This design comes from an exercise in tuning for small area, a short achievable clock period and few clock cycles per item on the open sky130 flow, not from production work.
The RTL was checked by simulation tests, not by an equivalence proof against the original design.
Power and IR drop assume default switching activity.

==> design/flow/design.v <==
`default_nettype none
package aima_pkg;
  localparam logic [1:0] MODE_FILE_HDR  = 2'd0;
  localparam logic [1:0] MODE_CHUNK_HDR = 2'd1;
  localparam logic [1:0] MODE_DATA      = 2'd2;
  localparam logic [1:0] MODE_SCAN      = 2'd3;
  localparam logic [6:0] MAX_INDEX = 7'd88;
  function automatic logic [14:0] step_lookup(input logic [6:0] idx);
    logic [14:0] s;
    case (idx)
      7'd0: s = 15'd7;       7'd1: s = 15'd8;       7'd2: s = 15'd9;
      7'd3: s = 15'd10;      7'd4: s = 15'd11;      7'd5: s = 15'd12;
      7'd6: s = 15'd13;      7'd7: s = 15'd14;      7'd8: s = 15'd16;
      7'd9: s = 15'd17;      7'd10: s = 15'd19;     7'd11: s = 15'd21;
      7'd12: s = 15'd23;     7'd13: s = 15'd25;     7'd14: s = 15'd28;
      7'd15: s = 15'd31;     7'd16: s = 15'd34;     7'd17: s = 15'd37;
      7'd18: s = 15'd41;     7'd19: s = 15'd45;     7'd20: s = 15'd50;
      7'd21: s = 15'd55;     7'd22: s = 15'd60;     7'd23: s = 15'd66;
      7'd24: s = 15'd73;     7'd25: s = 15'd80;     7'd26: s = 15'd88;
      7'd27: s = 15'd97;     7'd28: s = 15'd107;    7'd29: s = 15'd118;
      7'd30: s = 15'd130;    7'd31: s = 15'd143;    7'd32: s = 15'd157;
      7'd33: s = 15'd173;    7'd34: s = 15'd190;    7'd35: s = 15'd209;
      7'd36: s = 15'd230;    7'd37: s = 15'd253;    7'd38: s = 15'd279;
      7'd39: s = 15'd307;    7'd40: s = 15'd337;    7'd41: s = 15'd371;
      7'd42: s = 15'd408;    7'd43: s = 15'd449;    7'd44: s = 15'd494;
      7'd45: s = 15'd544;    7'd46: s = 15'd598;    7'd47: s = 15'd658;
      7'd48: s = 15'd724;    7'd49: s = 15'd796;    7'd50: s = 15'd876;
      7'd51: s = 15'd963;    7'd52: s = 15'd1060;   7'd53: s = 15'd1166;
      7'd54: s = 15'd1282;   7'd55: s = 15'd1411;   7'd56: s = 15'd1552;
      7'd57: s = 15'd1707;   7'd58: s = 15'd1878;   7'd59: s = 15'd2066;
      7'd60: s = 15'd2272;   7'd61: s = 15'd2499;   7'd62: s = 15'd2749;
      7'd63: s = 15'd3024;   7'd64: s = 15'd3327;   7'd65: s = 15'd3660;
      7'd66: s = 15'd4026;   7'd67: s = 15'd4428;   7'd68: s = 15'd4871;
      7'd69: s = 15'd5358;   7'd70: s = 15'd5894;   7'd71: s = 15'd6484;
      7'd72: s = 15'd7132;   7'd73: s = 15'd7845;   7'd74: s = 15'd8630;
      7'd75: s = 15'd9493;   7'd76: s = 15'd10442;  7'd77: s = 15'd11487;
      7'd78: s = 15'd12635;  7'd79: s = 15'd13899;  7'd80: s = 15'd15289;
      7'd81: s = 15'd16818;  7'd82: s = 15'd18500;  7'd83: s = 15'd20350;
      7'd84: s = 15'd22385;  7'd85: s = 15'd24623;  7'd86: s = 15'd27086;
      7'd87: s = 15'd29794;  7'd88: s = 15'd32767;
      default: s = 15'd32767;
    endcase
    step_lookup = s;
  endfunction
  function automatic logic signed [4:0] index_adjust(input logic [2:0] mag);
    logic signed [4:0] a;
    case (mag)
      3'd4: a = 5'sd2;
      3'd5: a = 5'sd4;
      3'd6: a = 5'sd6;
      3'd7: a = 5'sd8;
      default: a = -5'sd1;
    endcase
    index_adjust = a;
  endfunction
endpackage
`default_nettype wire
`default_nettype none
module aima_datapath (
  input  wire logic               clk,
  input  wire logic               rst,
  input  wire logic               adv,        
  input  wire logic               push,       
  input  wire logic [7:0]         push_byte,
  input  wire logic               push_last,  
  input  wire logic               emit,       
  input  wire logic               ld_idx,     
  input  wire logic               ld_pred,    
  input  wire logic [15:0]        pred_in,
  input  wire logic [7:0]         byte_in,
  output logic                    room,       
  output logic                    busy,       
  output logic                    out_valid,
  output logic                    out_last,
  output logic signed [15:0]      pred
);
  logic        v1, qv1, qv2;
  logic [4:0]  e1, q1, q2;
  logic [6:0]  idx;
  logic        v2, l2, s2;
  logic [16:0] da, db;
  logic        pop;
  logic [4:0]  lo, hi;
  logic [3:0]  n1;
  logic [14:0] step;
  logic        sg;
  logic [16:0] t0, t1, t2, t3, x, y, a, b;
  logic [16:0] p, fs, fc, sum;
  logic [17:0] sum2;
  logic [6:0]  idx_n;
  logic signed [7:0] idx_sum;
  logic signed [4:0] adj;
  logic [15:0] pred_n;
  assign room = !qv1;
  assign busy = v1 || v2 || out_valid;
  assign pop  = adv && v1;
  assign lo   = {1'b0, push_byte[3:0]};
  assign hi   = {push_last, push_byte[7:4]};
  assign n1   = e1[3:0];
  aima_step_rom u_rom (.idx(idx), .step(step));
  always_comb begin
    sg = n1[3];
    t0 = {5'd0, step[14:3]} ^ {17{sg}};
    t1 = (n1[0] ? {4'd0, step[14:2]} : 17'd0) ^ {17{sg}};
    t2 = (n1[1] ? {3'd0, step[14:1]} : 17'd0) ^ {17{sg}};
    t3 = (n1[2] ? {2'd0, step} : 17'd0) ^ {17{sg}};
    x = t0 ^ t1 ^ t2;
    y = {(t0[15:0] & t1[15:0]) | (t0[15:0] & t2[15:0]) | (t1[15:0] & t2[15:0]), sg};
    a = x ^ y ^ t3;
    b = {(x[15:0] & y[15:0]) | (x[15:0] & t3[15:0]) | (y[15:0] & t3[15:0]), sg};
  end
  always_comb begin
    p   = {pred[15], pred};
    fs  = p ^ da ^ db;
    fc  = {(p[15:0] & da[15:0]) | (p[15:0] & db[15:0]) | (da[15:0] & db[15:0]), s2};
    sum2 = {fs, 1'b1} + {fc, s2};
    sum  = sum2[17:1];
    if (sum[16] != sum[15]) pred_n = s2 ? 16'h8000 : 16'h7FFF;
    else                    pred_n = sum[15:0];
  end
  always_comb begin
    adj = aima_pkg::index_adjust(n1[2:0]);
    idx_sum = $signed({1'b0, idx}) + 8'(adj);
    if (idx_sum < 8'sd0)                                     idx_n = 7'd0;
    else if (idx_sum > $signed({1'b0, aima_pkg::MAX_INDEX})) idx_n = aima_pkg::MAX_INDEX;
    else                                                     idx_n = idx_sum[6:0];
  end
  always_ff @(posedge clk) begin
    if (rst) begin
      v1 <= 1'b0; qv1 <= 1'b0; qv2 <= 1'b0;
    end else if (push) begin
      v1 <= 1'b1; qv1 <= 1'b1; qv2 <= v1 && !pop;
    end else if (pop) begin
      v1 <= qv1; qv1 <= qv2; qv2 <= 1'b0;
    end
  end
  always_ff @(posedge clk) begin
    if (push) begin
      if (!v1 || pop) begin
        e1 <= lo; q1 <= hi;
      end else begin
        q1 <= lo; q2 <= hi;
      end
    end else if (pop) begin
      e1 <= q1; q1 <= q2;
    end
  end
  always_ff @(posedge clk) begin
    if (rst) begin
      v2 <= 1'b0; out_valid <= 1'b0;
    end else if (adv) begin
      v2 <= v1; out_valid <= v2 || emit;
    end
  end
  always_ff @(posedge clk) begin
    if (adv) begin
      da <= a;
      db <= b;
      s2 <= n1[3];
      l2 <= e1[4];
      if (emit)    out_last <= 1'b1;
      else if (v2) out_last <= l2;
    end
    if (adv && v2) pred <= pred_n;
    else if (ld_pred) pred <= pred_in;
    if (ld_idx) idx <= (byte_in > {1'b0, aima_pkg::MAX_INDEX}) ? aima_pkg::MAX_INDEX
                                                               : byte_in[6:0];
    else if (pop) idx <= idx_n;
  end
endmodule
`default_nettype wire
module aima_step_rom(idx, step);
  input [6:0] idx;
  wire [6:0] idx;
  output [14:0] step;
  wire [14:0] step;
  wire _000_;
  wire _001_;
  wire _002_;
  wire _003_;
  wire _004_;
  wire _005_;
  wire _006_;
  wire _007_;
  wire _008_;
  wire _009_;
  wire _010_;
  wire _011_;
  wire _012_;
  wire _013_;
  wire _014_;
  wire _015_;
  wire _016_;
  wire _017_;
  wire _018_;
  wire _019_;
  wire _020_;
  wire _021_;
  wire _022_;
  wire _023_;
  wire _024_;
  wire _025_;
  wire _026_;
  wire _027_;
  wire _028_;
  wire _029_;
  wire _030_;
  wire _031_;
  wire _032_;
  wire _033_;
  wire _034_;
  wire _035_;
  wire _036_;
  wire _037_;
  wire _038_;
  wire _039_;
  wire _040_;
  wire _041_;
  wire _042_;
  wire _043_;
  wire _044_;
  wire _045_;
  wire _046_;
  wire _047_;
  wire _048_;
  wire _049_;
  wire _050_;
  wire _051_;
  wire _052_;
  wire _053_;
  wire _054_;
  wire _055_;
  wire _056_;
  wire _057_;
  wire _058_;
  wire _059_;
  wire _060_;
  wire _061_;
  wire _062_;
  wire _063_;
  wire _064_;
  wire _065_;
  wire _066_;
  wire _067_;
  wire _068_;
  wire _069_;
  wire _070_;
  wire _071_;
  wire _072_;
  wire _073_;
  wire _074_;
  wire _075_;
  wire _076_;
  wire _077_;
  wire _078_;
  wire _079_;
  wire _080_;
  wire _081_;
  wire _082_;
  wire _083_;
  wire _084_;
  wire _085_;
  wire _086_;
  wire _087_;
  wire _088_;
  wire _089_;
  wire _090_;
  wire _091_;
  wire _092_;
  wire _093_;
  wire _094_;
  wire _095_;
  wire _096_;
  wire _097_;
  wire _098_;
  wire _099_;
  wire _100_;
  wire _101_;
  wire _102_;
  wire _103_;
  wire _104_;
  wire _105_;
  wire _106_;
  wire _107_;
  wire _108_;
  wire _109_;
  wire _110_;
  wire _111_;
  wire _112_;
  wire _113_;
  wire _114_;
  wire _115_;
  wire _116_;
  wire _117_;
  wire _118_;
  wire _119_;
  wire _120_;
  wire _121_;
  wire _122_;
  wire _123_;
  wire _124_;
  wire _125_;
  wire _126_;
  wire _127_;
  wire _128_;
  wire _129_;
  wire _130_;
  wire _131_;
  wire _132_;
  wire _133_;
  wire _134_;
  wire _135_;
  wire _136_;
  wire _137_;
  wire _138_;
  wire _139_;
  wire _140_;
  wire _141_;
  wire _142_;
  wire _143_;
  wire _144_;
  wire _145_;
  wire _146_;
  wire _147_;
  wire _148_;
  wire _149_;
  wire _150_;
  wire _151_;
  wire _152_;
  wire _153_;
  wire _154_;
  wire _155_;
  wire _156_;
  wire _157_;
  wire _158_;
  wire _159_;
  wire _160_;
  wire _161_;
  wire _162_;
  wire _163_;
  wire _164_;
  wire _165_;
  wire _166_;
  wire _167_;
  wire _168_;
  wire _169_;
  wire _170_;
  wire _171_;
  wire _172_;
  wire _173_;
  wire _174_;
  wire _175_;
  wire _176_;
  wire _177_;
  wire _178_;
  wire _179_;
  wire _180_;
  wire _181_;
  wire _182_;
  wire _183_;
  wire _184_;
  wire _185_;
  wire _186_;
  wire _187_;
  wire _188_;
  wire _189_;
  wire _190_;
  wire _191_;
  wire _192_;
  wire _193_;
  wire _194_;
  wire _195_;
  wire _196_;
  wire _197_;
  wire _198_;
  wire _199_;
  wire _200_;
  wire _201_;
  wire _202_;
  wire _203_;
  wire _204_;
  wire _205_;
  wire _206_;
  wire _207_;
  wire _208_;
  wire _209_;
  wire _210_;
  wire _211_;
  wire _212_;
  wire _213_;
  wire _214_;
  wire _215_;
  wire _216_;
  wire _217_;
  wire _218_;
  wire _219_;
  wire _220_;
  wire _221_;
  wire _222_;
  wire _223_;
  wire _224_;
  wire _225_;
  wire _226_;
  wire _227_;
  wire _228_;
  wire _229_;
  wire _230_;
  wire _231_;
  wire _232_;
  wire _233_;
  wire _234_;
  wire _235_;
  wire _236_;
  wire _237_;
  wire _238_;
  wire _239_;
  wire _240_;
  wire _241_;
  wire _242_;
  wire _243_;
  wire _244_;
  wire _245_;
  wire _246_;
  wire _247_;
  wire _248_;
  wire _249_;
  wire _250_;
  wire _251_;
  wire _252_;
  wire _253_;
  wire _254_;
  wire _255_;
  wire _256_;
  wire _257_;
  wire _258_;
  wire _259_;
  wire _260_;
  wire _261_;
  wire _262_;
  wire _263_;
  wire _264_;
  wire _265_;
  wire _266_;
  assign _124_ = ~idx[4];
  assign _135_ = ~idx[3];
  assign _145_ = idx[1] | idx[2];
  assign _156_ = idx[1] & idx[2];
  assign _166_ = idx[1] | idx[0];
  assign _177_ = idx[0] | idx[2];
  assign _187_ = ~(idx[0] | _156_);
  assign _198_ = idx[1] & ~(idx[0]);
  assign _202_ = idx[0] | ~(idx[2]);
  assign _203_ = idx[0] | ~(_145_);
  assign _204_ = _156_ | _203_;
  assign _205_ = idx[0] | ~(_204_);
  assign _206_ = ~(idx[0] & idx[2]);
  assign _207_ = _135_ & _206_;
  assign _208_ = ~(_205_ & _207_);
  assign _209_ = ~(idx[2] & idx[3]);
  assign _210_ = ~(idx[1] & idx[3]);
  assign _211_ = idx[3] & _145_;
  assign _212_ = idx[4] | _211_;
  assign _213_ = idx[6] & _212_;
  assign step[13] = _208_ & _213_;
  assign _214_ = ~(idx[1] & idx[0]);
  assign _215_ = ~(idx[0] & _156_);
  assign _216_ = _135_ & _166_;
  assign _217_ = ~(_215_ & _216_);
  assign _218_ = ~(idx[4] & _217_);
  assign _219_ = idx[4] | idx[3];
  assign _220_ = idx[1] & _209_;
  assign _221_ = idx[4] | _220_;
  assign _222_ = ~(_219_ & _221_);
  assign _223_ = idx[2] | _214_;
  assign _224_ = _210_ & _223_;
  assign _225_ = idx[2] | idx[3];
  assign _226_ = ~(_209_ & _225_);
  assign _227_ = ~(_224_ & _226_);
  assign _228_ = ~(_222_ & _227_);
  assign _229_ = ~(_218_ & _228_);
  assign step[12] = idx[6] & _229_;
  assign _230_ = idx[5] & ~(idx[6]);
  assign _231_ = idx[4] & _225_;
  assign _232_ = _230_ & _231_;
  assign _233_ = _177_ & _211_;
  assign _234_ = ~(_232_ & _233_);
  assign _235_ = _124_ & _224_;
  assign _236_ = _135_ & _214_;
  assign _237_ = ~(idx[2] & _236_);
  assign _238_ = ~(_235_ & _237_);
  assign _239_ = idx[0] & ~(idx[1]);
  assign _240_ = ~(idx[2] | _239_);
  assign _241_ = idx[3] | _240_;
  assign _242_ = idx[4] & idx[3];
  assign _243_ = ~(idx[4] & _241_);
  assign _244_ = idx[4] & ~(idx[3]);
  assign _245_ = ~(_198_ & _244_);
  assign _246_ = _243_ & _245_;
  assign _247_ = ~(_238_ & _246_);
  assign _248_ = ~(idx[6] & _247_);
  assign step[11] = ~(_234_ & _248_);
  assign _249_ = _233_ | ~(_232_);
  assign _250_ = ~(_198_ | _239_);
  assign _251_ = ~(idx[2] & _250_);
  assign _252_ = ~(_236_ & _251_);
  assign _253_ = ~(idx[0] & idx[3]);
  assign _254_ = _124_ & _253_;
  assign _255_ = ~(_252_ & _254_);
  assign _256_ = idx[4] & _236_;
  assign _257_ = ~(_251_ & _256_);
  assign _258_ = idx[6] & _255_;
  assign _259_ = ~(_257_ & _258_);
  assign step[10] = ~(_249_ & _259_);
  assign _260_ = _156_ | ~(_250_);
  assign _261_ = ~(_244_ & _260_);
  assign _262_ = idx[6] & _261_;
  assign _263_ = idx[2] | ~(_239_);
  assign _264_ = ~(_203_ & _263_);
  assign _265_ = ~(_135_ & _264_);
  assign _266_ = ~(_145_ & _215_);
  assign _000_ = ~(idx[3] & _266_);
  assign _001_ = _124_ & _000_;
  assign _002_ = ~(_265_ & _001_);
  assign _003_ = ~(_262_ & _002_);
  assign _004_ = ~(idx[3] & _198_);
  assign _005_ = _000_ & _004_;
  assign _006_ = ~(_231_ & _005_);
  assign _007_ = idx[2] | ~(idx[3]);
  assign _008_ = _187_ | ~(_007_);
  assign _009_ = _124_ & _008_;
  assign _010_ = ~(_265_ & _009_);
  assign _011_ = ~(_219_ & _010_);
  assign _012_ = ~(_230_ & _006_);
  assign _013_ = _011_ | _012_;
  assign step[9] = ~(_003_ & _013_);
  assign _014_ = _145_ & _244_;
  assign _015_ = ~(_205_ & _014_);
  assign _016_ = ~(idx[6] & _015_);
  assign _017_ = _262_ | ~(_016_);
  assign _018_ = _135_ | _205_;
  assign _019_ = _203_ | _226_;
  assign _020_ = _019_ & ~(_221_);
  assign _021_ = ~(_018_ & _020_);
  assign _022_ = ~(_017_ & _021_);
  assign _023_ = ~(_225_ & _239_);
  assign _024_ = ~(_216_ & _023_);
  assign _025_ = ~(idx[4] & _024_);
  assign _026_ = idx[0] & ~(_007_);
  assign _027_ = _018_ & ~(_026_);
  assign _028_ = idx[3] & _202_;
  assign _029_ = ~(_027_ & _028_);
  assign _030_ = _025_ | ~(_029_);
  assign _031_ = idx[3] & ~(_156_);
  assign _032_ = ~(_206_ & _031_);
  assign _033_ = ~(_135_ & _156_);
  assign _034_ = _124_ & _033_;
  assign _035_ = ~(_032_ & _034_);
  assign _036_ = _230_ & _035_;
  assign _037_ = ~(_030_ & _036_);
  assign step[8] = ~(_022_ & _037_);
  assign _038_ = _236_ & _263_;
  assign _039_ = ~(_202_ & _038_);
  assign _040_ = _124_ & _039_;
  assign _041_ = ~(_214_ & _031_);
  assign _042_ = ~(_040_ & _041_);
  assign _043_ = _016_ | ~(_042_);
  assign _044_ = ~(_156_ & _242_);
  assign _045_ = idx[4] & _209_;
  assign _046_ = ~(_198_ & _226_);
  assign _047_ = ~(_209_ & _239_);
  assign _048_ = _046_ & _047_;
  assign _049_ = ~(idx[3] & _048_);
  assign _050_ = ~(_265_ & _049_);
  assign _051_ = ~(_045_ & _050_);
  assign _052_ = idx[3] & ~(_239_);
  assign _053_ = ~(_205_ & _052_);
  assign _054_ = idx[3] | _156_;
  assign _055_ = _124_ & _054_;
  assign _056_ = ~(_053_ & _055_);
  assign _057_ = idx[5] & _056_;
  assign _058_ = ~(_051_ & _057_);
  assign _059_ = _044_ & _058_;
  assign _060_ = idx[6] | _059_;
  assign step[7] = ~(_043_ & _060_);
  assign _061_ = _243_ | ~(_027_);
  assign _062_ = _225_ | ~(_214_);
  assign _063_ = _034_ & _062_;
  assign _064_ = ~(_029_ & _063_);
  assign _065_ = ~(_061_ & _064_);
  assign _066_ = ~(_230_ & _065_);
  assign _067_ = idx[3] | _215_;
  assign _068_ = _031_ | ~(_067_);
  assign _069_ = ~(idx[6] | idx[5]);
  assign _070_ = idx[4] & _069_;
  assign _071_ = ~(_068_ & _070_);
  assign _072_ = ~(_203_ & _253_);
  assign _073_ = ~(_209_ & _072_);
  assign _074_ = idx[4] | _073_;
  assign _075_ = ~(_256_ & _073_);
  assign _076_ = idx[6] & _075_;
  assign _077_ = ~(_074_ & _076_);
  assign _078_ = _071_ & _077_;
  assign step[6] = ~(_066_ & _078_);
  assign _079_ = _240_ | ~(_008_);
  assign _080_ = ~(_046_ & _079_);
  assign _081_ = ~(idx[4] & _080_);
  assign _082_ = ~(_205_ & _235_);
  assign _083_ = ~(_081_ & _082_);
  assign _084_ = ~(_230_ & _083_);
  assign _085_ = _215_ & _070_;
  assign _086_ = ~(_005_ & _085_);
  assign _087_ = _250_ | _007_;
  assign _088_ = ~(_040_ & _087_);
  assign _089_ = idx[6] & _245_;
  assign _090_ = ~(_088_ & _089_);
  assign _091_ = _086_ & _090_;
  assign step[5] = ~(_084_ & _091_);
  assign _092_ = ~(_260_ & _014_);
  assign _093_ = _206_ | ~(_068_);
  assign _094_ = _177_ & _004_;
  assign _095_ = _222_ & _094_;
  assign _096_ = ~(_093_ & _095_);
  assign _097_ = ~(_092_ & _096_);
  assign _098_ = ~(idx[6] & _097_);
  assign _099_ = _001_ & ~(_198_);
  assign _100_ = ~(_050_ & _099_);
  assign _101_ = idx[5] & ~(_014_);
  assign _102_ = _242_ & ~(idx[1]);
  assign _103_ = ~(_177_ & _102_);
  assign _104_ = _101_ & _103_;
  assign _105_ = ~(_100_ & _104_);
  assign _106_ = idx[4] & _023_;
  assign _107_ = ~(_019_ & _106_);
  assign _108_ = idx[5] | ~(_219_);
  assign _109_ = _107_ & ~(_108_);
  assign _110_ = ~(idx[6] | _109_);
  assign _111_ = ~(_105_ & _110_);
  assign step[4] = _098_ & _111_;
  assign _112_ = ~(_228_ & _253_);
  assign _113_ = ~(_040_ & _112_);
  assign _114_ = ~(idx[4] & _048_);
  assign _115_ = ~(idx[3] & _250_);
  assign _116_ = _220_ | ~(_115_);
  assign _117_ = idx[0] & ~(_226_);
  assign _118_ = _116_ & ~(_117_);
  assign _119_ = idx[4] & ~(_118_);
  assign _120_ = idx[5] & _114_;
  assign _121_ = _113_ & _120_;
  assign _122_ = idx[5] | ~(_010_);
  assign _123_ = _119_ | _122_;
  assign _125_ = ~(idx[6] | _121_);
  assign _126_ = ~(_123_ & _125_);
  assign _127_ = idx[4] & _166_;
  assign _128_ = _044_ & _062_;
  assign _129_ = ~(_127_ & _128_);
  assign _130_ = ~(_025_ & _129_);
  assign _131_ = idx[3] | _251_;
  assign _132_ = ~(_130_ & _131_);
  assign _133_ = _226_ | ~(_072_);
  assign _134_ = ~(_034_ & _133_);
  assign _136_ = idx[6] & _134_;
  assign _137_ = ~(_132_ & _136_);
  assign step[3] = _126_ & _137_;
  assign _138_ = idx[4] | _028_;
  assign _139_ = ~(_042_ & _138_);
  assign _140_ = ~(_208_ & _139_);
  assign _141_ = idx[4] & _004_;
  assign _142_ = ~(_067_ & _141_);
  assign _143_ = ~(_008_ | _142_);
  assign _144_ = ~(idx[5] | _143_);
  assign _146_ = ~(_140_ & _144_);
  assign _147_ = ~(_156_ & _141_);
  assign _148_ = ~(_236_ & _147_);
  assign _149_ = _124_ & _202_;
  assign _150_ = _141_ | _149_;
  assign _151_ = idx[5] & _150_;
  assign _152_ = _148_ & _151_;
  assign _153_ = ~(idx[6] | _152_);
  assign _154_ = ~(_146_ & _153_);
  assign _155_ = _226_ & _072_;
  assign _157_ = ~(_139_ & _155_);
  assign _158_ = _266_ | ~(_166_);
  assign _159_ = ~(_244_ & _158_);
  assign _160_ = idx[6] & _159_;
  assign _161_ = ~(_157_ & _160_);
  assign step[2] = ~(_154_ & _161_);
  assign _162_ = _250_ | ~(_007_);
  assign _163_ = ~(_027_ & _162_);
  assign _164_ = ~(_124_ & _163_);
  assign _165_ = idx[3] | _166_;
  assign _167_ = _206_ & _045_;
  assign _168_ = ~(_165_ & _167_);
  assign _169_ = _164_ & _168_;
  assign _170_ = idx[5] | _169_;
  assign _171_ = _156_ | _080_;
  assign _172_ = ~(_124_ & _171_);
  assign _173_ = idx[5] & _129_;
  assign _174_ = _172_ & _173_;
  assign _175_ = ~(idx[6] | _174_);
  assign _176_ = ~(_170_ & _175_);
  assign _178_ = _204_ & _011_;
  assign _179_ = _038_ | ~(_178_);
  assign _180_ = ~(_187_ & _244_);
  assign _181_ = idx[6] & _180_;
  assign _182_ = ~(_179_ & _181_);
  assign step[1] = ~(_176_ & _182_);
  assign _183_ = idx[0] | ~(_018_);
  assign _184_ = ~(_254_ & _183_);
  assign _185_ = ~(_218_ & _147_);
  assign _186_ = ~(_115_ & _185_);
  assign _188_ = _184_ & _186_;
  assign _189_ = idx[5] | _188_;
  assign _190_ = _127_ & ~(_236_);
  assign _191_ = ~(_053_ & _190_);
  assign _192_ = ~(idx[5] & _191_);
  assign _193_ = _178_ | _192_;
  assign _194_ = ~(_189_ & _193_);
  assign _195_ = idx[3] & _187_;
  assign _196_ = _216_ | _195_;
  assign _197_ = ~(_025_ & _196_);
  assign _199_ = ~(idx[6] & _197_);
  assign _200_ = idx[6] | _194_;
  assign step[0] = ~(_199_ & _200_);
  assign _201_ = _231_ | _127_;
  assign step[14] = idx[6] & _201_;
endmodule
`default_nettype none
module aima_control (
  input  wire logic               clk,
  input  wire logic               rst,
  input  wire logic               in_valid,
  output logic                    in_ready,
  input  wire logic [7:0]         in_byte,
  input  wire logic               in_end,
  input  wire logic               room,
  input  wire logic               busy,
  output logic [15:0]             rate,
  output logic                    push,
  output logic [7:0]              push_byte,
  output logic                    push_last,
  output logic                    emit,
  output logic                    ld_idx,
  output logic                    ld_pred,
  output logic [7:0]              hbyte,
  output logic [15:0]             hpair       
);
  logic [3:0][7:0] h;        
  logic        bv;           
  logic        blast;        
  logic [15:0] cand;         
  logic [1:0]  mode;
  logic [3:0]  bpos;
  logic [15:0] left;
  logic [4:1]  mh;           
  logic        rpl;          
  logic [1:0]  rp;           
  logic        take, act, match, prior, dec_byte, hdr;
  logic [2:0]  k;            
  logic [7:0]  rb;           
  logic        last_byte;
  logic        bv_n, rpl_n, uncond_n;
  logic [1:0]  mode_n;
  logic [3:0]  bpos_n;
  logic [4:1]  mh_n;
  assign take  = in_valid && in_ready;
  assign match = h[3] == 8'hAF && h[2] == 8'hDE && h[1] == 8'h00 && h[0] == 8'h00;
  assign prior = |mh;
  always_comb begin
    if (mh[1])      k = 3'd1;
    else if (mh[2]) k = 3'd2;
    else if (mh[3]) k = 3'd3;
    else            k = 3'd4;
  end
  assign rb    = h[rp];
  assign hbyte = h[0];
  assign hpair = {h[0], h[1]};
  assign hdr   = mode == aima_pkg::MODE_FILE_HDR;
  always_comb begin
    unique case (mode)
      aima_pkg::MODE_FILE_HDR: act = bv && (bpos != 4'd3 || !busy);
      aima_pkg::MODE_DATA:     act = bv && room && !rpl;
      default:                 act = bv;
    endcase
  end
  assign dec_byte  = room && (rpl || (act && mode == aima_pkg::MODE_DATA));
  assign push      = dec_byte;
  assign push_byte = rb;
  assign push_last = last_byte;
  assign last_byte = (left == 16'd1) || !rpl || rp == 2'd0;
  assign ld_idx  = act && hdr && bpos == 4'd8;
  assign ld_pred = act && hdr && bpos == 4'd7;
  assign emit    = act && hdr && bpos == 4'd11;
  always_comb begin
    mode_n = mode;
    bpos_n = bpos;
    rpl_n  = rpl;
    mh_n   = mh;
    if (act) begin
      mh_n = {mh[3:1], match};
      unique case (mode)
        aima_pkg::MODE_FILE_HDR: begin
          if (bpos == 4'd11) begin
            mode_n = aima_pkg::MODE_CHUNK_HDR; bpos_n = 4'd0;
          end else bpos_n = bpos + 4'd1;
        end
        aima_pkg::MODE_CHUNK_HDR: begin
          bpos_n = bpos + 4'd1;
          if (bpos == 4'd7) begin
            bpos_n = 4'd0;
            if (match) mode_n = (cand != 16'd0) ? aima_pkg::MODE_DATA : aima_pkg::MODE_CHUNK_HDR;
            else if (prior) begin
              if (left == 16'd0) bpos_n = {1'b0, k};
              else rpl_n = 1'b1;
            end else mode_n = aima_pkg::MODE_SCAN;
          end
        end
        aima_pkg::MODE_SCAN: begin
          if (match) begin
            mode_n = (cand != 16'd0) ? aima_pkg::MODE_DATA : aima_pkg::MODE_CHUNK_HDR;
            bpos_n = 4'd0;
          end
        end
        default: begin   
          if (left == 16'd1) begin
            mode_n = aima_pkg::MODE_CHUNK_HDR; bpos_n = 4'd0;
          end
        end
      endcase
      if (blast && !rpl_n) begin
        mode_n = aima_pkg::MODE_FILE_HDR; bpos_n = 4'd0;
      end
    end
    if (rpl && dec_byte && last_byte) begin
      rpl_n  = 1'b0;
      mode_n = (left != 16'd1) ? aima_pkg::MODE_DATA : aima_pkg::MODE_CHUNK_HDR;
      bpos_n = (left != 16'd1) ? 4'd0 : {2'b00, rp};
      if (blast) begin
        mode_n = aima_pkg::MODE_FILE_HDR; bpos_n = 4'd0;
      end
    end
  end
  always_comb begin
    bv_n = take || (bv && !act);
    unique case (mode_n)
      aima_pkg::MODE_FILE_HDR:  uncond_n = bpos_n != 4'd3;
      aima_pkg::MODE_CHUNK_HDR: uncond_n = !(bpos_n == 4'd7 && (|mh_n));
      aima_pkg::MODE_SCAN:      uncond_n = 1'b1;
      default:                  uncond_n = 1'b0;
    endcase
  end
  always_ff @(posedge clk) begin
    if (rst) begin
      mode     <= aima_pkg::MODE_FILE_HDR;
      bpos     <= 4'd0;
      bv       <= 1'b0;
      rpl      <= 1'b0;
      rp       <= 2'd0;
      in_ready <= 1'b1;
    end else begin
      mode     <= mode_n;
      bpos     <= bpos_n;
      bv       <= bv_n;
      rpl      <= rpl_n;
      in_ready <= !rpl_n && (!bv_n || uncond_n);
      if (act && mode == aima_pkg::MODE_CHUNK_HDR && bpos == 4'd7 && !match && prior &&
          left != 16'd0)
        rp <= k[1:0] - 2'd1;
      else if (rpl && dec_byte)
        rp <= last_byte ? 2'd0 : rp - 2'd1;
    end
  end
  always_ff @(posedge clk) begin
    if (take) begin
      h     <= {h[2:0], in_byte};
      blast <= in_end;
      if (in_byte == 8'hAF) cand <= {h[2], h[3]};
    end
    if (act) mh <= mh_n[4:1];
    if (act && hdr && bpos == 4'd3) rate <= {h[2], h[3]};
    if (act && (mode == aima_pkg::MODE_CHUNK_HDR || mode == aima_pkg::MODE_SCAN) && match)
      left <= cand;
    else if (dec_byte) left <= left - 16'd1;
  end
endmodule
`default_nettype wire
`default_nettype none
module aud_ima_adpcm_stream_decoder_unit (
  input  wire logic        clk,
  input  wire logic        rst,
  input  wire logic        s_axis_tvalid,
  output logic             s_axis_tready,
  input  wire logic [7:0]  s_axis_tdata,    
  input  wire logic        s_axis_tlast,    
  output logic             m_axis_tvalid,
  input  wire logic        m_axis_tready,
  output logic [31:0]      m_axis_tdata,    
  output logic             m_axis_tlast     
);
  logic        adv, room, busy, push, push_last, emit, ld_idx, ld_pred;
  logic [7:0]  push_byte, hbyte;
  logic [15:0] hpair;
  logic [15:0] rate;
  logic signed [15:0] pred;
  assign adv = !m_axis_tvalid || m_axis_tready;
  aima_control u_ctrl (
    .clk(clk), .rst(rst),
    .in_valid(s_axis_tvalid), .in_ready(s_axis_tready),
    .in_byte(s_axis_tdata), .in_end(s_axis_tlast),
    .room(room), .busy(busy), .rate(rate),
    .push(push), .push_byte(push_byte), .push_last(push_last), .emit(emit),
    .ld_idx(ld_idx), .ld_pred(ld_pred), .hbyte(hbyte), .hpair(hpair)
  );
  aima_datapath u_dp (
    .clk(clk), .rst(rst), .adv(adv), .push(push), .push_byte(push_byte),
    .push_last(push_last), .emit(emit), .ld_idx(ld_idx), .ld_pred(ld_pred),
    .pred_in(hpair), .byte_in(hbyte), .room(room), .busy(busy),
    .out_valid(m_axis_tvalid), .out_last(m_axis_tlast), .pred(pred)
  );
  assign m_axis_tdata = {rate, pred};
endmodule
`default_nettype wire
==> design/flow/flow/run.sh <==
#!/bin/bash
set -euo pipefail
bash standard.sh SETUP_SLACK_MARGIN=7 \
  CTS_ARGS="-sink_clustering_enable -repair_clock_nets -dont_use_dummy_load" \
  finish > make_finish.log 2>&1
==> design/flow/standard.sh <==
#!/bin/bash
# synth_recipe.tcl (not shown) runs the flow's synth.tcl, then flattens the netlist and writes it again
# the make line also repeats each setting of config.mk as NAME=value (left out here)
make -C /OpenROAD-flow-scripts/flow DESIGN_CONFIG=/design/flow/config.mk WORK_HOME=/design/flow/orfs CLKGATE_MAP_FILE= SYNTH_SCRIPT=/design/flow/synth_recipe.tcl "${@:-finish}"
==> design/flow/config.mk <==
export PLATFORM = sky130hd
export DESIGN_NAME = aud_ima_adpcm_stream_decoder_unit
export DESIGN_NICKNAME = aud_ima_adpcm_stream_decoder_unit
export VERILOG_FILES = /design/flow/design.v
export SDC_FILE = /design/flow/constraint.sdc
export NUM_CORES = 4
export LEC_CHECK = 0
export CAP_MARGIN = 20
export CORE_MARGIN = 2
export CORE_UTILIZATION = 40
export SETUP_SLACK_MARGIN = 5
export SLEW_MARGIN = 20
==> design/flow/constraint.sdc <==
create_clock -name core_clock -period 11.0 [get_ports {clk}]
set_input_delay 2.2000 -clock core_clock [delete_from_list [all_inputs] [get_ports {clk}]]
set_output_delay 2.2000 -clock core_clock [all_outputs]
set_load 0.01 [all_outputs]
==> out/qor.txt, run 1 <==
outcome: timing/DRC/antenna clean
Main synth FF type: edfxtp_1
CP max stage delay: 0.55 ns
top cells by area, synth: edfxtp_1 41%, fa_1 7.4%, nand2_1 5.3%
top-area cell type share of the netlist area: 0.413
synthesized area: 0.0113 mm²
total power: 1.43 mW
Synth area leader: edfxtp_1
global routing met2 resource utilization: 0.311
gp weighted congestion: 0.875
RSZ-0062 raised after global routing: no
total grt overflow: 0
post-DP HPWL: 21,800 µm
Ports: 48
Cell Pwr Density: 111 mW/mm²
Post-Place Cells: 1,506
share of the yosys chip area belonging to registers: 0.441
mux cell area share after synthesis: 0.0232
first-pass GRT wire length: 47,800 µm
clk_skew: 0.0353 ns
dpl cell area: 0.0122 mm²
final hold viol count: 0
synth-to-layout area growth: 13.3%
die width: 172 µm
Synth Warn #: 2
FF+latch count, synth: 172
GRT busiest layer: met1
number of global-route vias before repair: 8,458
largest family of logic cells by synthesized area: simple AND/OR/NAND/NOR gates
synthesized-area fraction occupied by and/or/nand/nor cells: 0.182
pre-CTS setup slack: 6.01 ns
Std-Cell Core Area: 0.0279 mm²
antenna cell count: 0
Post-Synthesis Cells: 1,122
die height: 172 µm
max-cap viol count: 0
Commonest cells post-synth: 160 x nand2_1, 156 x edfxtp_1, 93 x nor2_1, 79 x a21oi_1, 56 x o21ai_0
drt wl/cell: 19.5 µm
met1 global-route usage: 0.313
DRC: 0
Cell Count, Final, Fillers Out: 1,534
Finished Cell Area: 0.0128 mm²
Die ar.: 0.0297 mm²
largest net degree at the start of global routing: 39
Avg Vias per Cell: 5.78
drt total wl: 30,000 µm
total CTS buffers: 17
Critical Path, Cell by Cell: buf_8, clkinvlp_4, ha_1, inv_1, o311ai_0, o211ai_1, o311ai_1, xnor2_1, inv_1, fa_1, inv_1, fa_1
# H-tree levels: 4
Clk pin slew, worst setup/hold paths: 0.06 ns
setup ws final: 7.10 ns
Fin Setup TNS: 0 ns
Crit path top cell by count: inv_1
Initial Utilization: 0.407
final setup vio count: 0
post-synthesis async set-or-reset flop share: 0
most frequent cell after synthesis: nand2_1
met3 usage: 0.0330
EDFF count, synth: 156
root buffer cell: clkbuf_16
initial DRC count: 895
synth unique cells: 86
Slew @ Worst Pin: 0.820 ns
post-synth net total: 1,217
routed vias: 8,864
Worst Path Max Fanout: 38
Synth Area per Inst: 10.1 µm²
WS Path Type: reg2reg
Pre-antenna DRT Iters: 5
fmax: 256 MHz
Nets: 1,253
slowest CP cell: fa_1
final slew viol count: 0
VDD IR max: 0.113 mV
antenna-violating nets left: 0
crit path DAT: 4.05 ns
fin crit share: 0.355
Max Buffers Root-to-Sink: 2
antenna violations before repair: 0
GRT Overall Usage: 0.208
clk latency of the worst-skew pair: 0.43 ns
Worst setup EP type: flop
Leak Pwr: 4.66 nW
post-synthesis compound-gate area fraction: 0.158
required time of the critical path: 11.15 ns
cts-stage hold buffer count: 0
row count: 61
slew margin rel.: 0.450
Hold/Removal Path Class: reg2reg
PortBufs: 47
TritonCTS clock tree: built
xor/xnor cell area share of the yosys netlist: 0.0448
CTS sink count: 172
minimum clock period: 3.90 ns
adder-cell area share of the yosys netlist: 0.119
Worst Setup Start Kind: flop
layout cells sized above 1: 0.0874
==> logic make-up (layout without fill, tap and decap cells) <==
| logic type | count (synthesis) | after routing |
|---|---|---|
| DFF | 172 | 172 |
| AOI/OAI and AO/OA | 273 | 273 |
| muxes | 16 | 16 |
| xor gates and xnor gates | 58 | 58 |
| and+or+nand+nor | 424 | 424 |
| buffers and inverters | 96 | 130 |
| adders and majority gates | 83 | 83 |
==> where the power goes <==
part / switching (mW) / total [mW] / leakage (nW) / internal, mW
clock: 0.213 / 0.481 / 0.209 / 0.268
sequential: 0.0200 / 0.751 / 1.61 / 0.731
combinational: 0.113 / 0.194 / 2.84 / 0.0814
==> flip-flops by register name (all words and copies together), names as in the netlist, 4 cells and up <==
name / count
u_dp.e1: 5
u_dp.q2: 5
u_dp.idx: 7
u_ctrl.left: 16
u_ctrl.mh: 4
u_ctrl.h: 32
u_ctrl.bpos: 4
u_dp.q1: 5
u_dp.da: 15
u_ctrl.rate: 16
u_ctrl.cand: 16
u_dp.pred: 16
u_dp.db: 16
==> cells in the final DEF (no fill, tap or decap), drive strengths merged, types with 15 or more instances in the layout <==
master	synthesis	routed
nand2	160	160
edfxtp	156	156
nor2	94	94
a21oi	81	81
o21ai	61	61
clkdlybuf4s50	0	47
xnor2	45	45
fa	42	42
ha	40	40
inv	42	39
nor3	31	31
buf	13	22
nand2b	19	19
nand3	19	19
clkbuf	40	17
dfxtp	16	16
and2	15	15
nor4	15	15
==> through the flow <==
stage	utilization	hold WS, ns
finish	0.461	0.424
CTS	0.455	0.425
global route	0.461	0.421
floorplan	-	0.400
global placement	0.438	0.408
detailed placement	0.438	0.422
==> worst max-delay path, delay by kind of cell (launching register included) <==
kind                     cells  cell delay [ns]
buffers and inverters        5             0.73
adder cells (fa/ha/maj)      3             1.39
AO/OA/AOI/OAI                3             0.88
XOR/XNOR                     1             0.24
flip-flops                   1             0.36
==> what timing repair did <==
action                                  CTS  global route
resized for setup                        10            23
cloned                                    1             0
endpoints found under the setup margin   68            59
pin swaps                                 0             2
setup buffers                             2             8
==> final timing paths <==
path               start         end  slack [ns]  cells after the start
max          u_dp.idx[3]  u_dp.da[1]        7.10                     12
min           u_dp.e1[4]     u_dp.l2        0.42                      0
max reg2reg  u_dp.idx[3]  u_dp.da[1]        7.10                     12
min reg2reg   u_dp.e1[4]     u_dp.l2        0.42                      0
==> layer usage <==
metal | vias to the layer above | part of all wire | routed length [µm]
li1 | 4164 | - | -
met1 | 4358 | 0.48 | 14300
met2 | 299 | 0.45 | 13400
met3 | 43 | 0.058 | 1740
met4 | 0 | 0.018 | 537
met5 | - | 0 | 0
==> area by class of cell <==
cell class	instances	area [µm²]
Fill cell	2599	15000
Multi-Input combinational cell	854	6100
Sequential cell	172	5000
Timing Repair Buffer	69	671
Tap cell	378	473
Clock buffer	17	425
Inverter	43	174
Timing Repair inverter	1	5.00
Testbench counts, summed over its fixed seeds: cycles 33,056, samples 31,880.
==> inputs of run 2 (changes only) <==
==> design/flow/flow/run.sh (replaced) <==
#!/bin/bash
set -euo pipefail
bash standard.sh SETUP_SLACK_MARGIN=8 finish > make_finish.log 2>&1
--- a/design/flow/config.mk
+++ b/design/flow/config.mk
@@ -6,7 +6,7 @@
 export NUM_CORES = 4
 export LEC_CHECK = 0
-export CAP_MARGIN = 20
+export CAP_MARGIN = 70
 export CORE_MARGIN = 2
 export CORE_UTILIZATION = 40
 export SETUP_SLACK_MARGIN = 5
-export SLEW_MARGIN = 20
+export SLEW_MARGIN = 70
==> run 2 against run 1 <==
- worst setup slack improved by 0.53 ns
- critical path depth is the same
- cell area is 21% higher
- global-route usage increased by 2.2 points
- first-iteration DRC count increased by 1.1%
- sequential share of layout area shrank 6.6 points
- sequential power about the same
- register-to-register slack improved by 0.53 ns
- hold slack better by 0.035 ns
- critical endpoint is now u_dp.da[7]
- highest routed layer unchanged
==> out/qor.txt, run 2 <==
initial DRC count: 905
Avg Vias per Cell: 5.78
total grt overflow: 0
crit path DAT: 3.54 ns
DRC: 0
Synth area leader: edfxtp_1
Most flops, register: u_ctrl.h
Slew @ Worst Pin: 0.463 ns
Clock power frac: 0.360
Finished Cell Area: 0.0155 mm²
synthesized area: 0.0113 mm²
commonest non-fill, non-tap cells in the layout: 156 x edfxtp_1, 144 x nand2_1, 122 x buf_4
drt wl/cell: 20.3 µm
die width: 172 µm
WS Path Type: reg2reg
Ports: 48
final setup vio count: 0
Comb pwr share: 0.180
synth-to-layout area growth: 36.9%
antenna-violating nets left: 0
slew margin rel.: 0.691
Worst setup EP type: flop
Leak Pwr: 5.82 nW
cts-stage hold buffer count: 0
Main synth FF type: edfxtp_1
Largest register FFs: 32
post-synth net total: 1,217
EDFF count, synth: 156
most common cell after layout, fill and taps aside: edfxtp_1
Worst Path Max Fanout: 8
Nets: 1,407
slowest CP cell: fa_1
antenna violations before repair: 0
Cell Count, Final, Fillers Out: 1,702
layout cells sized above 1: 0.366
required time of the critical path: 11.17 ns
number of global-route vias before repair: 9,322
drt total wl: 34,600 µm
Cell Pwr Density: 105 mW/mm²
Post-Synthesis Cells: 1,122
max-cap viol count: 0
Max Buffers Root-to-Sink: 2
Pre-antenna DRT Iters: 9
share of the yosys chip area belonging to registers: 0.441
final hold viol count: 0
Critical Path, Cell by Cell: buf_12, clkinv_8, ha_4, nand2b_4, nand2b_1, xnor2_1, o221ai_2, o21ai_2, xnor2_2, buf_4, fa_1, fa_2
pre-CTS setup slack: 6.42 ns
PortBufs: 47
Initial Utilization: 0.407
first-pass GRT wire length: 52,600 µm
clk latency of the worst-skew pair: 0.44 ns
routed vias: 9,836
outcome: timing/DRC/antenna clean
Post-Place Cells: 1,526
top-area cell type share of the netlist area: 0.413
fmax: 296 MHz
Clk pin slew, worst setup/hold paths: 0.07 ns
CTS sink count: 172
Die ar.: 0.0297 mm²
Synth Area per Inst: 10.1 µm²
Fin Hold WS: 0.459 ns
root buffer cell: clkbuf_16
Commonest cells post-synth: 160 x nand2_1, 156 x edfxtp_1, 93 x nor2_1, 79 x a21oi_1, 56 x o21ai_0
most frequent cell after synthesis: nand2_1
post-synthesis async set-or-reset flop share: 0
minimum clock period: 3.37 ns
largest net degree at the start of global routing: 35
synth unique cells: 86
antenna cell count: 0
row count: 61
post-DP HPWL: 22,600 µm
sequential power share: 0.460
Std-Cell Core Area: 0.0279 mm²
fin crit share: 0.307
Hold/Removal Path Class: reg2reg
total CTS buffers: 17
switching power: 459 µW
Worst Setup Start Kind: flop
clk_skew: 0.0192 ns
die height: 172 µm
# H-tree levels: 4
top cells by area, synth: edfxtp_1 41%, fa_1 7.4%, nand2_1 5.3%
VDD IR max: 0.107 mV
GRT Overall Usage: 0.230
gp weighted congestion: 0.934
setup ws final: 7.63 ns
RSZ-0062 raised after global routing: yes
Synth Warn #: 2
dpl cell area: 0.0127 mm²
CP max stage delay: 0.56 ns
TritonCTS clock tree: built
Net Sw Frac: 0.282
Fin Setup TNS: 0 ns
final slew viol count: 0
FF+latch count, synth: 172
Internal: 1.17 mW
==> run 2: power groups by stage <==
stage | logic [mW] | registers (mW) | clock network (mW)
floorplan | 0.148 | 0.754 | 0
global route | 0.314 | 0.751 | 0.624
CTS | 0.267 | 0.749 | 0.600
global placement | 0.197 | 0.765 | 0
finish | 0.293 | 0.749 | 0.587
detailed placement | 0.200 | 0.764 | 0
==> run 2: worst paths after layout <==
check	startpoint	cells past startpoint	slack, ns	end
setup / recovery	u_dp.idx[0]	12	7.63	u_dp.da[7]
hold / removal	u_dp.e1[4]	0	0.46	u_dp.l2
setup reg to reg	u_dp.idx[0]	12	7.63	u_dp.da[7]
hold reg to reg	u_dp.e1[4]	0	0.46	u_dp.l2
==> run 2: cell families after synthesis <==
family	after synthesis	share of synthesized area
XOR/XNOR	58	0.0448
multiplexers	16	0.0232
buffers and inverters	96	0.0323
flip-flops	172	0.441
adder cells (fa/ha/maj)	83	0.119
AO/OA/AOI/OAI	273	0.158
AND/OR/NAND/NOR	424	0.182
==> run 2: cell type report <==
class	instances	area [µm²]
multi-input cells	857	7300
repair buffers	221	1920
clock buffers	17	425
fillers	2311	12300
flip-flops and latches	172	5030
well taps	378	473
inverters	43	231
clock inverters	14	150
==> run 2: per-layer routing <==
layer / share of wire / GRT usage
met5: 0 / 0
met4: 0.031 / 0.0709
met3: 0.058 / 0.0320
met2: 0.46 / 0.362
met1: 0.45 / 0.330
==> run 2: stage by stage <==
stage,util,power (mW)
detailed placement,0.457,0.964
CTS,0.525,1.62
floorplan,-,0.902
finish,0.558,1.63
global placement,0.449,0.962
global route,0.558,1.69
==> run 2: repair_timing <==
| action | 4_1_cts | 5_1_grt |
|---|---|---|
| pin swaps | 94 | 48 |
| resized for setup | 314 | 101 |
| setup buffers | 86 | 50 |
| cloned | 6 | 2 |
| setup endpoints to repair | 218 | 143 |
==> run 2: worst max-delay path, delay by kind of cell (launching register included) <==
family          cells  cell delay, ns
compound gates      2            0.40
xor+xnor            2            0.32
fa+ha+maj           3            1.33
buf+inv             3            0.42
flops               1            0.42
simple gates        2            0.21
==> inputs of run 3 (changes only) <==
==> design/flow/flow/run.sh (replaced) <==
#!/bin/bash
set -euo pipefail
bash standard.sh SETUP_SLACK_MARGIN=7 finish > make_finish.log 2>&1
==> run 3 against run 2 <==
- still clean
- combinational power shrank 32%
- cell area shrank 15%
- core utilization shrank 8.3 points
- synthesized area is the same
- first-iteration DRC count grew 0.44%
- via count shrank 8.9%
- clock power grew 6.0%
- total power shrank 3.6%
- flip-flop and latch count is the same
- final cell count shrank 8.2%
- largest cell class unchanged
- largest power group unchanged
==> out/qor.txt, run 3 <==
outcome: timing/DRC/antenna clean
crit path launch: m_axis_tready
final hold viol count: 0
Synth Warn #: 2
row count: 61
Nets: 1,267
Cell Pwr Density: 119 mW/mm²
VDD IR max: 0.114 mV
Avg Vias per Cell: 5.73
top-area cell type share of the netlist area: 0.413
initial DRC count: 909
Post-Place Cells: 1,521
post-DP HPWL: 22,200 µm
number of global-route vias before repair: 8,342
DRC: 0
drt total wl: 30,000 µm
layout cells sized above 1: 0.127
Worst Path Max Fanout: 28
Worst setup EP type: flop
final setup vio count: 0
die height: 172 µm
synth-to-layout area growth: 16.5%
Worst R2R Path Depth: 12
synthesized area: 0.0113 mm²
register-to-register setup slack: 7.20 ns
switching power: 426 µW
drt wl/cell: 19.2 µm
GRT Overall Usage: 0.208
RSZ-0062 raised after global routing: no
Synth Area per Inst: 10.1 µm²
fin crit share: 0.346
post-synth net total: 1,217
# H-tree levels: 4
minimum clock period: 3.81 ns
TritonCTS clock tree: built
WS Path Type: in2reg
Synth area leader: edfxtp_1
most frequent cell after synthesis: nand2_1
Hold/Removal Path Class: reg2reg
antenna violations before repair: 0
Main synth FF type: edfxtp_1
Commonest cells post-synth: 160 x nand2_1, 156 x edfxtp_1, 93 x nor2_1, 79 x a21oi_1, 56 x o21ai_0
total CTS buffers: 17
slew margin rel.: 0.693
Slew @ Worst Pin: 0.455 ns
Reg area: 0.00501 mm²
CP max stage delay: 0.41 ns
Fin Setup TNS: 0 ns
root buffer cell: clkbuf_16
Multi-input gate area: 0.00619 mm²
Die ar.: 0.0297 mm²
top cells by area, synth: edfxtp_1 41%, fa_1 7.4%, nand2_1 5.3%
Clk pin slew, worst setup/hold paths: 0.08 ns
Leak Pwr: 4.84 nW
total grt overflow: 0
layout filler cell count: 2,535
synth unique cells: 86
clk_skew: 0.0156 ns
Comb pwr share: 0.127
routed vias: 8,958
slowest CP cell: clkdlybuf4s50_1
required time of the critical path: 11.17 ns
Internal: 1.14 mW
die width: 172 µm
Cell Count, Final, Fillers Out: 1,563
sequential power share: 0.477
post-synthesis async set-or-reset flop share: 0
Post-Synthesis Cells: 1,122
Critical Path, Cell by Cell: clkdlybuf4s50_1, nor2b_2, clkinvlp_4, nand2_4, a211oi_4, buf_2, a311o_1
max-cap viol count: 0
Worst Setup Start Kind: primary input
Net Sw Frac: 0.271
CP endpoint: u_dp.pred[9]
final slew viol count: 0
fmax: 263 MHz
clk latency of the worst-skew pair: 0.44 ns
antenna-violating nets left: 0
gp weighted congestion: 0.875
Std-Cell Core Area: 0.0279 mm²
most common cell after layout, fill and taps aside: nand2_1
commonest non-fill, non-tap cells in the layout: 158 x nand2_1, 156 x edfxtp_1, 89 x nor2_1
largest net degree at the start of global routing: 39
Max Buffers Root-to-Sink: 2
Ports: 48
Largest register FFs: 32
crit path DAT: 3.98 ns
first-pass GRT wire length: 47,300 µm
antenna cell count: 0
RR Endpoint: u_dp.da[3]
CTS sink count: 172
EDFF count, synth: 156
Pre-antenna DRT Iters: 5
Clock power frac: 0.396
PortBufs: 47
share of the yosys chip area belonging to registers: 0.441
Most flops, register: u_ctrl.h
Initial Utilization: 0.407
Reg-to-Reg Start: u_dp.idx[2]
FF+latch count, synth: 172
run 3: cell count changes in the layout (fill, tap and decap cells not counted), moves of 16 or more:
| cell | previous run | this run |
|---|---|---|
| fa_2 | 17 | 0 |
| a21oi_1 | 58 | 75 |
| fa_1 | 25 | 42 |
| clkdlybuf4s50_1 | 1 | 46 |
| o21ai_0 | 40 | 56 |
| ha_1 | 16 | 36 |
| buf_4 | 122 | 17 |
| buf_6 | 37 | 3 |
| buf_2 | 41 | 13 |
| ha_4 | 22 | 1 |
run 3: how the worst min path moves through the flow:
| stage | startpoint | slack (ns) | cells after the start | end |
|---|---|---|---|---|
| after global placement | u_dp.e1[4] | 0.41 | 0 | u_dp.l2 |
| after detailed placement | u_dp.e1[4] | 0.43 | 0 | u_dp.l2 |
| after CTS | u_dp.e1[4] | 0.44 | 0 | u_dp.l2 |
| final | u_dp.e1[4] | 0.44 | 0 | u_dp.l2 |
| after floorplan | u_dp.e1[4] | 0.40 | 0 | u_dp.l2 |
| after global routing | u_dp.e1[4] | 0.45 | 0 | u_dp.l2 |
run 3: cell families (layout without fill, tap and decap cells):
family                   after synthesis  count (layout)  synth area share
multiplexers                          16              16            0.0232
buffers and inverters                 96             159            0.0323
AND/OR/NAND/NOR                      424             424             0.182
flip-flops                           172             172             0.441
XOR/XNOR                              58              58            0.0448
adder cells (fa/ha/maj)               83              83             0.119
AO/OA/AOI/OAI                        273             273             0.158
run 3: cell type report:
type	count	share of cell area
clock inverters	14	0.0144
flip-flops and latches	172	0.379
inverters	43	0.0131
clock buffers	18	0.0325
repair buffers	84	0.0561
well taps	378	0.0358
multi-input cells	854	0.469
run 3: what timing repair did:
action,in CTS,in global routing
gates resized for setup,4,16
buffers inserted,0,6
endpoints found under the setup margin,8,26
hold buffers,0,0
pin swaps,0,3
run 3: per-layer routing:
layer	vias to the layer above	wire length [µm]	track usage
li1	4216	-	-
met1	4425	14400	0.317
met2	293	13700	0.311
met3	24	1580	0.0295
met4	0	376	0.0490
met5	-	0	0
run 3: power groups by stage:
stage | logic, mW | registers (mW) | clock network (mW)
floorplan | 0.142 | 0.754 | 0
global placement | 0.189 | 0.764 | 0
detailed placement | 0.193 | 0.764 | 0
CTS | 0.194 | 0.750 | 0.631
global route | 0.221 | 0.751 | 0.657
finish | 0.199 | 0.748 | 0.622
run 3: worst max-delay path: cells and delay by family:
family / cells / cell delay [ns]
buffers and inverters: 3 / 0.85
and+or+nand+nor: 2 / 0.57
AOI/OAI and AO/OA: 2 / 0.34
run 3: per-stage QoR:
step	worst slack, ns	power [mW]	cell area [µm²]	util	hold WS, ns
floorplan	7.01	0.896	11400	-	0.400
global placement	6.01	0.953	12200	0.438	0.408
detailed placement	6.61	0.957	12400	0.445	0.429
CTS	7.00	1.57	13000	0.468	0.443
global route	7.01	1.63	13200	0.474	0.446
finish	7.19	1.57	13200	0.474	0.443
==> inputs of run 4 (changes only) <==
==> design/flow/flow/run.sh (replaced) <==
#!/bin/bash
set -euo pipefail
bash standard.sh SETUP_SLACK_MARGIN=7.5 finish > make_finish.log 2>&1
==> run 4 against run 3 <==
- still clean on timing, DRC and antenna
- sequential share of layout area down 3.4 points
- hold slack better by 0.00065 ns
- register-to-register slack better by 0.28 ns
- maximum frequency up 7.1%
- combinational power up 27%
- synthesized area unchanged
- clock skew down 0.0025 ns
- count of clock-buffer cells in the layout down 1
- total power up 3.8%
- critical endpoint is now m_axis_tdata[2]
- highest routed layer unchanged
==> out/qor.txt, run 4 <==
outcome: timing/DRC/antenna clean
share of the yosys chip area belonging to registers: 0.441
FF+latch count, synth: 172
utilization after layout: 0.521
top cells by area, synth: edfxtp_1 41%, fa_1 7.4%, nand2_1 5.3%
RSZ-0062 raised after global routing: yes
cts-stage hold buffer count: 0
WS Path Type: reg2out
fmax: 281 MHz
switching power: 469 µW
number of global-route vias before repair: 8,858
Synth area leader: edfxtp_1
commonest non-fill, non-tap cells in the layout: 156 x edfxtp_1, 154 x nand2_1, 87 x nor2_1
Synth Warn #: 2
Reg area: 0.00501 mm²
Avg Vias per Cell: 5.77
Nets: 1,348
total power: 1.63 mW
die height: 172 µm
synthesized area: 0.0113 mm²
Worst Setup Start Kind: flop
synthesized-area fraction occupied by and/or/nand/nor cells: 0.182
Fin Hold WS: 0.443 ns
synth unique cells: 86
Ports: 48
Internal: 1.16 mW
xor/xnor cell area share of the yosys netlist: 0.0448
Worst Path Max Fanout: 2
die width: 172 µm
required time of the critical path: 8.80 ns
root buffer cell: clkbuf_16
Hold/Removal Path Class: reg2reg
drt wl/cell: 19.8 µm
row count: 61
Main synth FF type: edfxtp_1
Net Sw Frac: 0.288
Synth Area per Inst: 10.1 µm²
CP max stage delay: 0.43 ns
Slew @ Worst Pin: 0.380 ns
Std-Cell Core Area: 0.0279 mm²
Pre-antenna DRT Iters: 5
post-synth net total: 1,217
total grt overflow: 0
most common cell after layout, fill and taps aside: edfxtp_1
PortBufs: 47
clk_skew: 0.0131 ns
synth-to-layout area growth: 27.9%
drt total wl: 32,700 µm
Most flops, register: u_ctrl.h
final slew viol count: 0
initial DRC count: 993
slew margin rel.: 0.740
crit path DAT: 1.36 ns
final setup vio count: 0
Clock power frac: 0.385
Largest register FFs: 32
Multi-input gate area: 0.00670 mm²
dpl cell area: 0.0125 mm²
largest net degree at the start of global routing: 35
CTS sink count: 172
post-DP HPWL: 22,200 µm
post-synthesis compound-gate area fraction: 0.158
total CTS buffers: 17
mux cell area share after synthesis: 0.0232
Fin Setup TNS: 0 ns
fin crit share: 0.323
DRC: 0
# H-tree levels: 4
Post-Synthesis Cells: 1,122
VDD IR max: 0.0989 mV
GRT Overall Usage: 0.219
Leak Pwr: 5.43 nW
antenna violations before repair: 2
minimum clock period: 3.56 ns
TritonCTS clock tree: built
first-pass GRT wire length: 50,100 µm
slowest CP cell: edfxtp_1
most frequent cell after synthesis: nand2_1
largest family of logic cells by synthesized area: simple AND/OR/NAND/NOR gates
Cell Pwr Density: 112 mW/mm²
EDFF count, synth: 156
max-cap viol count: 0
Finished Cell Area: 0.0145 mm²
layout filler cell count: 2,413
Initial Utilization: 0.407
antenna-violating nets left: 0
Commonest cells post-synth: 160 x nand2_1, 156 x edfxtp_1, 93 x nor2_1, 79 x a21oi_1, 56 x o21ai_0
gp weighted congestion: 0.897
clk latency of the worst-skew pair: 0.43 ns
Comb pwr share: 0.155
Die ar.: 0.0297 mm²
final hold viol count: 0
top-area cell type share of the netlist area: 0.413
sequential power share: 0.460
adder-cell area share of the yosys netlist: 0.119
Worst setup EP type: primary output
post-synthesis async set-or-reset flop share: 0
routed vias: 9,498
layout cells sized above 1: 0.234
Max Buffers Root-to-Sink: 2
Critical Path, Cell by Cell: buf_4, buf_6, clkdlybuf4s15_1
Clk pin slew, worst setup/hold paths: 0.08 ns
## run 4: final timing paths
path,startpoint,endpoint,slack (ns),cells past startpoint
min reg2reg,u_dp.e1[4],u_dp.l2,0.44,0
min,u_dp.e1[4],u_dp.l2,0.44,0
max reg2reg,u_dp.pred[3],u_dp.pred[8],7.48,14
max,u_dp.pred[2],m_axis_tdata[2],7.44,3
## run 4: routing by layer
layer  share of wire  track usage  up-vias
met3           0.071       0.0311       65
met2            0.46        0.347      407
met1            0.44        0.316     4628
met5               0            0        -
li1                -            -     4398
met4           0.023       0.0563        0
## run 4: metrics by stage
step / cells / setup slack [ns]
finish: 1645 / 7.44
global placement: 1505 / 6.10
CTS: 1612 / 7.46
detailed placement: 1527 / 6.74
floorplan: 1122 / 7.12
global route: 1644 / 7.32
## run 4: final cells by class
| type | instances | area share |
|---|---|---|
| Multi-Input combinational cell | 856 | 0.462 |
| Antenna cell | 1 | 0.000173 |
| Tap cell | 378 | 0.0326 |
| Clock inverter | 15 | 0.0146 |
| Timing Repair Buffer | 163 | 0.103 |
| Clock buffer | 17 | 0.0293 |
| Sequential cell | 172 | 0.345 |
| Inverter | 43 | 0.0131 |
## run 4: repair_timing
| item | CTS | global route |
|---|---|---|
| gates resized for setup | 103 | 68 |
| pin swaps | 20 | 54 |
| setup endpoints to repair | 88 | 46 |
| gates cloned | 6 | 0 |
| setup buffers | 47 | 31 |
## run 4: critical path, delay by kind of cell, from the launching register on
family	cells	cell delay, ns
buffers and inverters	3	0.49
DFF	1	0.43
## run 4: power by group through the flow
| stage | sequential (mW) | combinational [mW] | clock, mW |
|---|---|---|---|
| 2_1_floorplan | 0.754 | 0.143 | 0 |
| 3_3_place_gp | 0.764 | 0.190 | 0 |
| 3_5_place_dp | 0.764 | 0.195 | 0 |
| 4_1_cts | 0.749 | 0.224 | 0.634 |
| 5_1_grt | 0.752 | 0.273 | 0.654 |
| 6_report | 0.750 | 0.253 | 0.627 |
## run 4: logic make-up (layout without fill, tap and decap cells)
group / count (synthesis) / count (layout)
other: 0 / 1
AND/OR/NAND/NOR: 424 / 426
AO/OA/AOI/OAI: 273 / 273
buffers and inverters: 96 / 238
XOR/XNOR: 58 / 58
flip-flops: 172 / 172
multiplexers: 16 / 16
adder cells (fa/ha/maj): 83 / 83
==> inputs of run 5 (changes only) <==
==> design/flow/flow/run.sh (replaced) <==
#!/bin/bash
set -euo pipefail
bash standard.sh SETUP_SLACK_MARGIN=6.5 finish > make_finish.log 2>&1
==> run 5 against run 4 <==
- hold slack improved by 0.021 ns
- highest routed layer unchanged
- cell area fell by 9.2%
- critical endpoint is now u_dp.da[1]
- sequential power barely moved
==> out/qor.txt, run 5 <==
outcome: timing/DRC/antenna clean
synthesized area: 0.0113 mm²
total CTS buffers: 17
FF+latch count, synth: 172
TritonCTS clock tree: built
cts-stage hold buffer count: 0
top cells by area, synth: edfxtp_1 41%, fa_1 7.4%, nand2_1 5.3%
CP top delay family: adder cells
Std-Cell Core Area: 0.0279 mm²
antenna cell count: 0
Worst Setup Start Kind: flop
post-synthesis async set-or-reset flop share: 0
largest net degree at the start of global routing: 39
clk_skew: 0.0165 ns
Max Buffers Root-to-Sink: 2
CP max stage delay: 0.52 ns
final hold viol count: 0
clk latency of the worst-skew pair: 0.44 ns
drt wl/cell: 19.3 µm
max-cap viol count: 0
utilization after layout: 0.472
EDFF count, synth: 156
total power: 1.59 mW
Hold/Removal Path Class: reg2reg
number of global-route vias before repair: 8,523
DRC: 0
Die ar.: 0.0297 mm²
GRT busiest layer: met2
first-pass GRT wire length: 48,200 µm
PortBufs: 47
RSZ-0062 raised after global routing: no
RR Endpoint: u_dp.da[1]
Worst setup EP type: flop
Cell Count, Final, Fillers Out: 1,556
slowest CP cell: fa_1
Clk pin slew, worst setup/hold paths: 0.08 ns
Commonest cells post-synth: 160 x nand2_1, 156 x edfxtp_1, 93 x nor2_1, 79 x a21oi_1, 56 x o21ai_0
register-to-register setup slack: 6.77 ns
final setup vio count: 0
antenna violations before repair: 0
Most flops, register: u_ctrl.h
Synth area leader: edfxtp_1
Nets: 1,260
pre-CTS setup slack: 6.65 ns
met1 global-route usage: 0.307
slew margin rel.: 0.720
Critical Path, Cell by Cell: buf_4, clkinvlp_4, ha_1, nor2_1, a21oi_1, o22ai_1, nand2b_1, a221oi_1, clkdlybuf4s25_1, xnor2_1, a21boi_1, fa_1, inv_1, fa_1
VDD IR max: 0.125 mV
Worst Path Max Fanout: 28
Slew @ Worst Pin: 0.415 ns
crit path DAT: 4.40 ns
dpl cell area: 0.0124 mm²
CTS sink count: 172
global routing met2 resource utilization: 0.326
Synth Warn #: 2
synth unique cells: 86
GRT Overall Usage: 0.210
drt total wl: 30,000 µm
most frequent cell after synthesis: nand2_1
row count: 61
# H-tree levels: 4
Fin Setup TNS: 0 ns
synth-to-layout area growth: 16.0%
WHS Path Cells: 0
antenna-violating nets left: 0
total grt overflow: 0
layout cells sized above 1: 0.119
worst hold start: u_dp.e1[4]
post-DP HPWL: 22,100 µm
Post-Synthesis Cells: 1,122
post-synth net total: 1,217
Finished Cell Area: 0.0132 mm²
gp weighted congestion: 0.897
Fin Hold WS: 0.465 ns
Initial Utilization: 0.407
final slew viol count: 0
root buffer cell: clkbuf_16
die width: 172 µm
Largest register FFs: 32
minimum clock period: 4.23 ns
fin crit share: 0.384
most common cell after layout, fill and taps aside: nand2_1
Hold Path End: u_dp.l2
Main synth FF type: edfxtp_1
layout filler cell count: 2,581
fmax: 237 MHz
Synth Area per Inst: 10.1 µm²
Worst Path Buf+Inv: 4
initial DRC count: 885
WS Path Type: reg2reg
commonest non-fill, non-tap cells in the layout: 158 x nand2_1, 156 x edfxtp_1, 89 x nor2_1
Avg Vias per Cell: 5.72
die height: 172 µm
setup ws final: 6.77 ns
Ports: 48
Cell Pwr Density: 121 mW/mm²
Crit path top cell by count: fa_1
Leak Pwr: 4.81 nW
Post-Place Cells: 1,522
top-area cell type share of the netlist area: 0.413
Worst R2R Path Depth: 14
Pre-antenna DRT Iters: 5
Reg-to-Reg Start: u_dp.idx[0]
routed vias: 8,900
share of the yosys chip area belonging to registers: 0.441
met3 usage: 0.0359
required time of the critical path: 11.17 ns
==> run 5: cell count changes in the layout (fill, tap and decap cells not counted), sizes merged, moves of 3 or more <==
cell	delta
clkdlybuf4s15	-3
buf	-82
inv	+10
clkinvlp	-6
clkinv	-4
clkdlybuf4s50	+36
bufbuf	-4
dlygate4sd2	-32
==> run 5: how the worst max path moves through the flow <==
stage                  startpoint            to  slack, ns  depth (start not counted)
floorplan           m_axis_tready  u_dp.pred[0]       6.63                          5
global placement    m_axis_tready  u_dp.pred[0]       5.85                          7
detailed placement  m_axis_tready  u_dp.pred[0]       6.65                          8
CTS                   u_dp.idx[0]    u_dp.da[5]       6.88                         13
global route          u_dp.idx[0]    u_dp.da[1]       6.51                         14
finish                u_dp.idx[0]    u_dp.da[1]       6.77                         14
==> run 5: area by class of cell <==
type	instances	area, µm²	share of cell area
flip-flops and latches	172	5010	0.381
inverters	43	165	0.0125
multi-input cells	854	6210	0.471
clock inverters	15	214	0.0163
well taps	378	473	0.0359
repair buffers	77	667	0.0507
clock buffers	17	425	0.0323
==> run 5: where the power goes <==
part / switching [mW] / internal (mW) / leakage [nW]
clock network: 0.324 / 0.321 / 0.308
registers: 0.0192 / 0.729 / 1.61
logic: 0.115 / 0.0832 / 2.89
total: 0.458 / 1.13 / 4.81
==> run 5: cells by family after synthesis <==
logic type      Yosys count  share of synthesized area
fa+ha+maj                83                      0.119
buf+inv                  96                     0.0323
mux                      16                     0.0232
flops                   172                      0.441
compound gates          273                      0.158
xor+xnor                 58                     0.0448
simple gates            424                      0.182
==> run 5: repair_timing <==
item                                    CTS  global route
endpoints found under the setup margin    0             3
setup buffers                             0             0
gates resized for setup                   0             2
==> run 5: layer usage <==
metal / wire, µm / part of all wire
met3: 1750 / 0.058
met2: 13900 / 0.46
met4: 410 / 0.014
met5: 0 / 0
met1: 13900 / 0.46

## what the ideal ports hide
No port has a modelled driver above. Below, the same layouts with a new extraction and two added sets of constraints.
Step 1, drivers: a clkbuf_16 drives clk and a buf_2 each remaining input, both assumed.
Step 2 adds t to the input delays and takes it off the output delays; t is the mean of the earliest and latest rising clock arrival at the registers after step 1. Input paths then give back, and output paths get back, about the clock's delay inside the block.
a / b / c = no drivers / after step 1 / after step 2; a / b = the first two.
run	t (ns)	setup WS [ns]	worst register clock-pin slew, ns
run 1	0.457	7.100 / 7.100 / 6.786	0.08 / 0.08
run 2	0.477	7.626 / 7.582 / 7.300	0.08 / 0.08
run 3	0.473	7.193 / 7.199 / 6.742	0.08 / 0.08
run 4	0.472	7.445 / 7.400 / 7.126	0.08 / 0.08
run 5	0.477	6.773 / 6.773 / 6.750	0.09 / 0.09
After both steps every run listed still meets setup and hold. For run 3, which loses most, drivers alone change the setup slack by +0.006 ns; drivers and shift together by -0.451 ns.
